Background: an optimization exercise with open tools, aiming at small area, a short achievable clock period and few clock cycles per item. Do not read the settings as production practice.
At most, simulation tests tie the RTL to the original design; equivalence was not proved.
Power figures rest on the tool's default switching activity, not on a simulated workload.

## ooo_backend_top
module ooo_backend_top (
    input  wire logic                  clk_i,
    input  wire logic                  rst_n_i,
    input  wire logic                  op_valid_i,
    input  wire isa_pkg::issue_op_t    op_i,
    output logic                       commit_valid_o,
    output backend_pkg::commit_rec_t   commit_o,
    output logic                       credit_o
);
clock: 5.0 ns
lec_check: 0
cap_margin: 20
core_margin: 2
core_utilization: 60
slew_margin: 20
standard.sh (not shown) runs the stock make flow with config.mk's settings and CLKGATE_MAP_FILE= SYNTH_SCRIPT=/design/flow/synth_recipe.tcl, a recipe that flattens the netlist after the stock synthesis.
==> flow/flow/run.sh <==
#!/bin/bash
# The standard layout, with three changes:
# - the port buffers are made from the smallest buffer cell;
# - the full adder cells join the platform's don't-use list (flow/dont_use.txt),
#   so that abc maps those adder bits with the rest of the logic;
# - the timing repair after clock tree synthesis aims at 2 ns of setup slack,
#   and the later steps only repair violations.
set -euo pipefail
here=$(cd "$(dirname "$0")" && pwd)
dont_use=$(tr '\n' ' ' < "$here/dont_use.txt")
common=(BUFFER_PORTS_ARGS="-buffer_cell sky130_fd_sc_hd__buf_1" DONT_USE_CELLS="$dont_use")
bash standard.sh "${common[@]}" SETUP_SLACK_MARGIN=2.0 cts > make_cts.log 2>&1
bash standard.sh "${common[@]}" finish > make_finish.log 2>&1
==> flow/flow/dont_use.txt <==
sky130_fd_sc_hd__probe_p_8
sky130_fd_sc_hd__probec_p_8
sky130_fd_sc_hd__lpflow_bleeder_1
sky130_fd_sc_hd__lpflow_clkbufkapwr_1
sky130_fd_sc_hd__lpflow_clkbufkapwr_16
sky130_fd_sc_hd__lpflow_clkbufkapwr_2
sky130_fd_sc_hd__lpflow_clkbufkapwr_4
sky130_fd_sc_hd__lpflow_clkbufkapwr_8
sky130_fd_sc_hd__lpflow_clkinvkapwr_1
sky130_fd_sc_hd__lpflow_clkinvkapwr_16
sky130_fd_sc_hd__lpflow_clkinvkapwr_2
sky130_fd_sc_hd__lpflow_clkinvkapwr_4
sky130_fd_sc_hd__lpflow_clkinvkapwr_8
sky130_fd_sc_hd__lpflow_decapkapwr_12
sky130_fd_sc_hd__lpflow_decapkapwr_3
sky130_fd_sc_hd__lpflow_decapkapwr_4
sky130_fd_sc_hd__lpflow_decapkapwr_6
sky130_fd_sc_hd__lpflow_decapkapwr_8
sky130_fd_sc_hd__lpflow_inputiso0n_1
sky130_fd_sc_hd__lpflow_inputiso0p_1
sky130_fd_sc_hd__lpflow_inputiso1n_1
sky130_fd_sc_hd__lpflow_inputiso1p_1
sky130_fd_sc_hd__lpflow_inputisolatch_1
sky130_fd_sc_hd__lpflow_isobufsrc_1
sky130_fd_sc_hd__lpflow_isobufsrc_16
sky130_fd_sc_hd__lpflow_isobufsrc_2
sky130_fd_sc_hd__lpflow_isobufsrc_4
sky130_fd_sc_hd__lpflow_isobufsrc_8
sky130_fd_sc_hd__lpflow_isobufsrckapwr_16
sky130_fd_sc_hd__lpflow_lsbuf_lh_hl_isowell_tap_1
sky130_fd_sc_hd__lpflow_lsbuf_lh_hl_isowell_tap_2
sky130_fd_sc_hd__lpflow_lsbuf_lh_hl_isowell_tap_4
sky130_fd_sc_hd__lpflow_lsbuf_lh_isowell_4
sky130_fd_sc_hd__lpflow_lsbuf_lh_isowell_tap_1
sky130_fd_sc_hd__lpflow_lsbuf_lh_isowell_tap_2
sky130_fd_sc_hd__lpflow_lsbuf_lh_isowell_tap_4
sky130_fd_sc_hd__fa_1
sky130_fd_sc_hd__fa_2
sky130_fd_sc_hd__fa_4
Testbench counts at the start, summed over its fixed seeds: cycles 2,056, items 2,048.
==> next run, changes <==
==> flow/flow/run.sh (replaced) <==
#!/bin/bash
# The standard layout, with two changes: the port buffers are made from the
# smallest buffer cell, and the full adder cells join the platform's don't-use
# list (flow/dont_use.txt), so that abc maps those adder bits with the rest of
# the logic and sees the whole carry path.
set -euo pipefail
here=$(cd "$(dirname "$0")" && pwd)
dont_use=$(tr '\n' ' ' < "$here/dont_use.txt")
bash standard.sh \
    BUFFER_PORTS_ARGS="-buffer_cell sky130_fd_sc_hd__buf_1" \
    DONT_USE_CELLS="$dont_use" \
    finish > make_finish.log 2>&1
CORE_UTILIZATION = 70   (was 60)
PLACE_DENSITY = 0.8   (was unset)
SETUP_SLACK_MARGIN = 2.0   (was unset)
Result:
- Now the flow did not get past 5_1_grt (DPL-0038)
- synthesized area is unchanged
- synthesized cell count does not change
==> next run, changes <==
==> flow/flow/run.sh (replaced) <==
#!/bin/bash
# The standard layout, with three changes:
# - the port buffers are made from the smallest buffer cell;
# - the full adder cells join the platform's don't-use list (flow/dont_use.txt),
#   so that abc maps those adder bits with the rest of the logic;
# - the timing repair after clock tree synthesis (and only that one) aims at
#   2 ns of setup slack; the other repair steps only repair violations.
set -euo pipefail
here=$(cd "$(dirname "$0")" && pwd)
dont_use=$(tr '\n' ' ' < "$here/dont_use.txt")
common=(BUFFER_PORTS_ARGS="-buffer_cell sky130_fd_sc_hd__buf_1" DONT_USE_CELLS="$dont_use")
bash standard.sh "${common[@]}" place > make_place.log 2>&1
bash standard.sh "${common[@]}" SETUP_SLACK_MARGIN=2.0 cts > make_cts.log 2>&1
bash standard.sh "${common[@]}" finish > make_finish.log 2>&1
CORE_UTILIZATION = 65   (was 70)
PLACE_DENSITY = unset   (was 0.8)
SETUP_SLACK_MARGIN = unset   (was 2.0)
=>
- The changed run passed the timing, DRC and antenna checks
- synthesized area does not change
- synthesized cell count is unchanged

---

## rev 12
ooo_backend_top, a different RTL version from the one above (not shown whole).
Size in the first run: roughly 700 cells after synthesis, ~80 flip-flops, about 6200 sq um of cells after synthesis.
==> flow/config.mk <==
export PLATFORM = sky130hd
export DESIGN_NAME = ooo_backend_top
export DESIGN_NICKNAME = ooo_backend_top
export VERILOG_FILES = /design/flow/design.v
export SDC_FILE = /design/flow/constraint.sdc
export NUM_CORES = 4
export LEC_CHECK = 0
export CAP_MARGIN = 20
export CORE_MARGIN = 2
export CORE_UTILIZATION = 65
export SLEW_MARGIN = 20
==> flow/constraint.sdc <==
create_clock -name core_clock -period 5.0 [get_ports {clk_i}]
set_input_delay 1.0000 -clock core_clock [delete_from_list [all_inputs] [get_ports {clk_i}]]
set_output_delay 1.0000 -clock core_clock [all_outputs]
set_load 0.01 [all_outputs]
==> flow/flow/run.sh <==
#!/bin/bash
# The standard layout, with three changes:
# - the port buffers are made from the smallest buffer cell;
# - the full adder cells join the platform's don't-use list (flow/dont_use.txt),
#   so that abc maps those adder bits with the rest of the logic;
# - the timing repair after clock tree synthesis (and only that one) aims at
#   1.75 ns of setup slack; the other repair steps only repair violations.
set -euo pipefail
here=$(cd "$(dirname "$0")" && pwd)
dont_use=$(tr '\n' ' ' < "$here/dont_use.txt")
common=(BUFFER_PORTS_ARGS="-buffer_cell sky130_fd_sc_hd__buf_1" DONT_USE_CELLS="$dont_use")
bash standard.sh "${common[@]}" place > make_place.log 2>&1
bash standard.sh "${common[@]}" SETUP_SLACK_MARGIN=1.75 cts > make_cts.log 2>&1
bash standard.sh "${common[@]}" finish > make_finish.log 2>&1
Scripts as last shown in full above: flow/flow/dont_use.txt
Testbench counts of rev 12, summed over its fixed seeds: cycles 2,056, items 2,048.
[inputs] rev 13 vs rev 12
# rev 12
export LEC_CHECK = 0
export CAP_MARGIN = 20
export CORE_MARGIN = 2
export CORE_UTILIZATION = 65
export SLEW_MARGIN = 20
create_clock -name core_clock -period 5.0 [get_ports {clk_i}]
# rev 13
export LEC_CHECK = 0
export ABC_AREA = 1
export CAP_MARGIN = 20
export CORE_MARGIN = 2
export CORE_UTILIZATION = 65
export SLEW_MARGIN = 20
create_clock -name core_clock -period 5.0 [get_ports {clk_i}]
diff --git a/flow/flow/run.sh b/flow/flow/run.sh
--- a/flow/flow/run.sh
+++ b/flow/flow/run.sh
@@ -7 +7 @@
-#   1.75 ns of setup slack; the other repair steps only repair violations.
+#   2 ns of setup slack; the other repair steps only repair violations.
@@ -13 +13 @@
-bash standard.sh "${common[@]}" SETUP_SLACK_MARGIN=1.75 cts > make_cts.log 2>&1
+bash standard.sh "${common[@]}" SETUP_SLACK_MARGIN=2.0 cts > make_cts.log 2>&1
Findings:
Rev 12 → rev 13: clock network area share held steady, overall power consumption shrank by 81 uW, buffer count excluding the clock tree in the final layout shrank by 7.4%.

---

ooo_backend_top, a different RTL version from the one above (not shown whole).
For scale: about 75 flip-flops, roughly 220 I/O pins, about 6800 um2 of cells after synthesis.
==> flow/config.mk <==
export PLATFORM = sky130hd
export DESIGN_NAME = ooo_backend_top
export DESIGN_NICKNAME = ooo_backend_top
export VERILOG_FILES = /design/flow/design.v
export SDC_FILE = /design/flow/constraint.sdc
export NUM_CORES = 4
export LEC_CHECK = 0
export CAP_MARGIN = 20
export CORE_MARGIN = 2
export CORE_UTILIZATION = 40
export SETUP_SLACK_MARGIN = 1.5
export SLEW_MARGIN = 20
==> flow/constraint.sdc <==
create_clock -name core_clock -period 5.0 [get_ports {clk_i}]
set_input_delay 1.0000 -clock core_clock [delete_from_list [all_inputs] [get_ports {clk_i}]]
set_output_delay 1.0000 -clock core_clock [all_outputs]
set_load 0.01 [all_outputs]
==> flow/flow/run.sh <==
#!/bin/bash
# The standard layout, with the port buffers made from the smallest buffer cell.
set -euo pipefail
bash standard.sh BUFFER_PORTS_ARGS="-buffer_cell sky130_fd_sc_hd__buf_1" finish > make_finish.log 2>&1
Then changed:
SETUP_SLACK_MARGIN = unset   (was 1.5)
Result:
- The new run completed with no timing, DRC or antenna violations
- clock skew stays flat
- final area came out lower by 11%
- worst hold slack improved by 9.4 ps
- clock power is lower by 20%
- setup slack gets worse by 590 ps
- power shrinks by about 13%
No functional check of the RTL was part of any run of this note.

---

job 1351:
ooo_backend_top, a different RTL version from the one above (not shown whole).
Size: roughly 680 cells after synthesis, ~220 I/O pins, roughly 6100 um2 of cells after synthesis.
clock: 5.0 ns
lec_check: 0
cap_margin: 20
core_margin: 2
core_utilization: 65
slew_margin: 20
==> flow/flow/run.sh <==
#!/bin/bash
# The standard layout, with three changes:
# - the port buffers are made from the smallest buffer cell;
# - the full adder cells join the platform's don't-use list (flow/dont_use.txt),
#   so that abc maps those adder bits with the rest of the logic;
# - the timing repair after clock tree synthesis (and only that one) aims at
#   2.2 ns of setup slack; the other repair steps only repair violations.
set -euo pipefail
here=$(cd "$(dirname "$0")" && pwd)
dont_use=$(tr '\n' ' ' < "$here/dont_use.txt")
common=(BUFFER_PORTS_ARGS="-buffer_cell sky130_fd_sc_hd__buf_1" DONT_USE_CELLS="$dont_use")
bash standard.sh "${common[@]}" place > make_place.log 2>&1
bash standard.sh "${common[@]}" SETUP_SLACK_MARGIN=2.2 cts > make_cts.log 2>&1
bash standard.sh "${common[@]}" finish > make_finish.log 2>&1
Scripts as last shown in full above: flow/flow/dont_use.txt
Testbench counts of job 1351, summed over its fixed seeds: cycles 2,056, items 2,048.
Edits applied to the flow inputs when going from job 1351 to job 9293:
Settings: putting ABC_AREA at 1 where nothing was set.
diff --git a/flow/flow/run.sh b/flow/flow/run.sh
--- a/flow/flow/run.sh
+++ b/flow/flow/run.sh
@@ -6,3 +6,3 @@
 # - the timing repair after clock tree synthesis (and only that one) aims at
-#   2.2 ns of setup slack; the other repair steps only repair violations.
+#   2 ns of setup slack; the other repair steps only repair violations.
 set -euo pipefail
@@ -12,3 +12,3 @@
 bash standard.sh "${common[@]}" place > make_place.log 2>&1
-bash standard.sh "${common[@]}" SETUP_SLACK_MARGIN=2.2 cts > make_cts.log 2>&1
+bash standard.sh "${common[@]}" SETUP_SLACK_MARGIN=2.0 cts > make_cts.log 2>&1
 bash standard.sh "${common[@]}" finish > make_finish.log 2>&1
### Flow results
- From job 1351 to job 9293, number of failing setup endpoints in the final timing report did not move at all.
- Iteration count of the initial detailed-routing pass is higher on job 1351
- As far as residual DRC count is concerned, job 1351 and job 9293 perform about the same.
- Each of the runs, namely job 1351 and job 9293, reached the end of the flow and came out clean.
- Going from job 1351 to job 9293, clock network fraction of design power up 3.8 points; total number of placement rows now larger.
Edits applied to the flow inputs when going from job 9293 to job 8675:
Settings: removing ABC_AREA (formerly 1).
Across job 9293 and job 8675, none had a timing, DRC or antenna violation. Taking job 9293 as the reference, in job 8675 final period demand of the worst path climbed 0.086 ns, cell count dropped 24%, net switching share of the total power dropped 1.5 points, global-route wire length before repair dropped 3.6%. Looking at worst hold slack across job 9293 and job 8675, the one that comes out lower is job 9293. Job 8675 against job 9293: critical path depth now sits lower; register-to-register slack went down by 0.03 ns; number of detailed-routing iterations run before antenna repair +1; post-route cell area down 240 um2; number of gates given a new drive strength after cts has increased. Compared with job 9293, job 8675 shows layout overhead on the synthesized area higher by 7.6 points. Job 9293 ended up with op_i[135] as its launch point of the critical path; job 8675 ended up with op_i[134]. Looking at timing endpoint of the critical path, the value_q[29] result is from job 9293; the value_q[28] one comes from job 8675.
Inputs modified between job 8675 and job 9171:
Settings: an added SETUP_SLACK_MARGIN of 1.8.
==> flow/flow/run.sh <==
#!/bin/bash
# The standard layout, with two changes: the port buffers are made from the
# smallest buffer cell, and the full adder cells join the platform's don't-use
# list (flow/dont_use.txt), so that abc maps those adder bits with the rest of
# the logic and sees the whole carry path.
set -euo pipefail
here=$(cd "$(dirname "$0")" && pwd)
dont_use=$(tr '\n' ' ' < "$here/dont_use.txt")
bash standard.sh \
    BUFFER_PORTS_ARGS="-buffer_cell sky130_fd_sc_hd__buf_1" \
    DONT_USE_CELLS="$dont_use" \
    finish > make_finish.log 2>&1
[summary]
Between job 9171 and job 8675, the proportion of cell area occupied by multi-input gates is higher for job 9171. Compared with job 8675, job 9171 shows last weighted congestion value of the routability-driven placer that has gone up by a few percent. When job 9171 is measured against job 8675, its worst endpoint data arrival time turns out 0.08 ns higher. Going from job 8675 to job 9171, post-layout net count comparable; sum of buffers and inverters on the critical path now larger; share of cells above drive strength 1 now larger.

-- what the ideal ports hide --
The results above use ideal ports. As a check the final layouts listed here were re-extracted and re-timed, cells and wires unchanged.
Step 1 sets driving cells, clkbuf_16 on the clock port and buf_2 on the other inputs (assumed; they add their load-dependent delay and slew).
Step 2 times the ports against the registers' clock, not the clock port: input delays grow and output delays shrink by t, the midpoint of the rising clock arrivals with the driver on.
Three values: ideal ports, drivers, drivers and shift; two values: the first two.
| run | shift t [ns] | setup WS [ns] | slew at the worst register clock pin (ns) |
|---|---|---|---|
| the first run of note 1 | 0.369 | 1.583 / 1.596 / 1.226 | 0.06 / 0.06 |
| the third run of note 1 | 0.390 | 1.771 / 1.767 / 1.377 | 0.09 / 0.09 |
| rev 12 | 0.389 | 1.566 / 1.558 / 1.169 | 0.09 / 0.09 |
| rev 13 | 0.394 | 1.916 / 1.931 / 1.537 | 0.09 / 0.09 |
| the first run of note 3 | 0.365 | 0.912 / 0.900 / 0.535 | 0.06 / 0.06 |
| the second run of note 3 | 0.372 | 0.318 / 0.334 / -0.039 | 0.06 / 0.06 |
| job 1351 | 0.383 | 1.821 / 1.792 / 1.409 | 0.09 / 0.09 |
| job 9293 | 0.388 | 1.942 / 1.939 / 1.564 | 0.09 / 0.09 |
| job 8675 | 0.383 | 1.855 / 1.837 / 1.454 | 0.09 / 0.09 |
| job 9171 | 0.389 | 1.781 / 1.786 / 1.398 | 0.09 / 0.09 |
Met with ideal ports but missed after step 2: setup timing in the second run of note 3. The setup slack of job 1351, which loses most, moves by -0.029 ns with the drivers and by -0.412 ns with both steps.
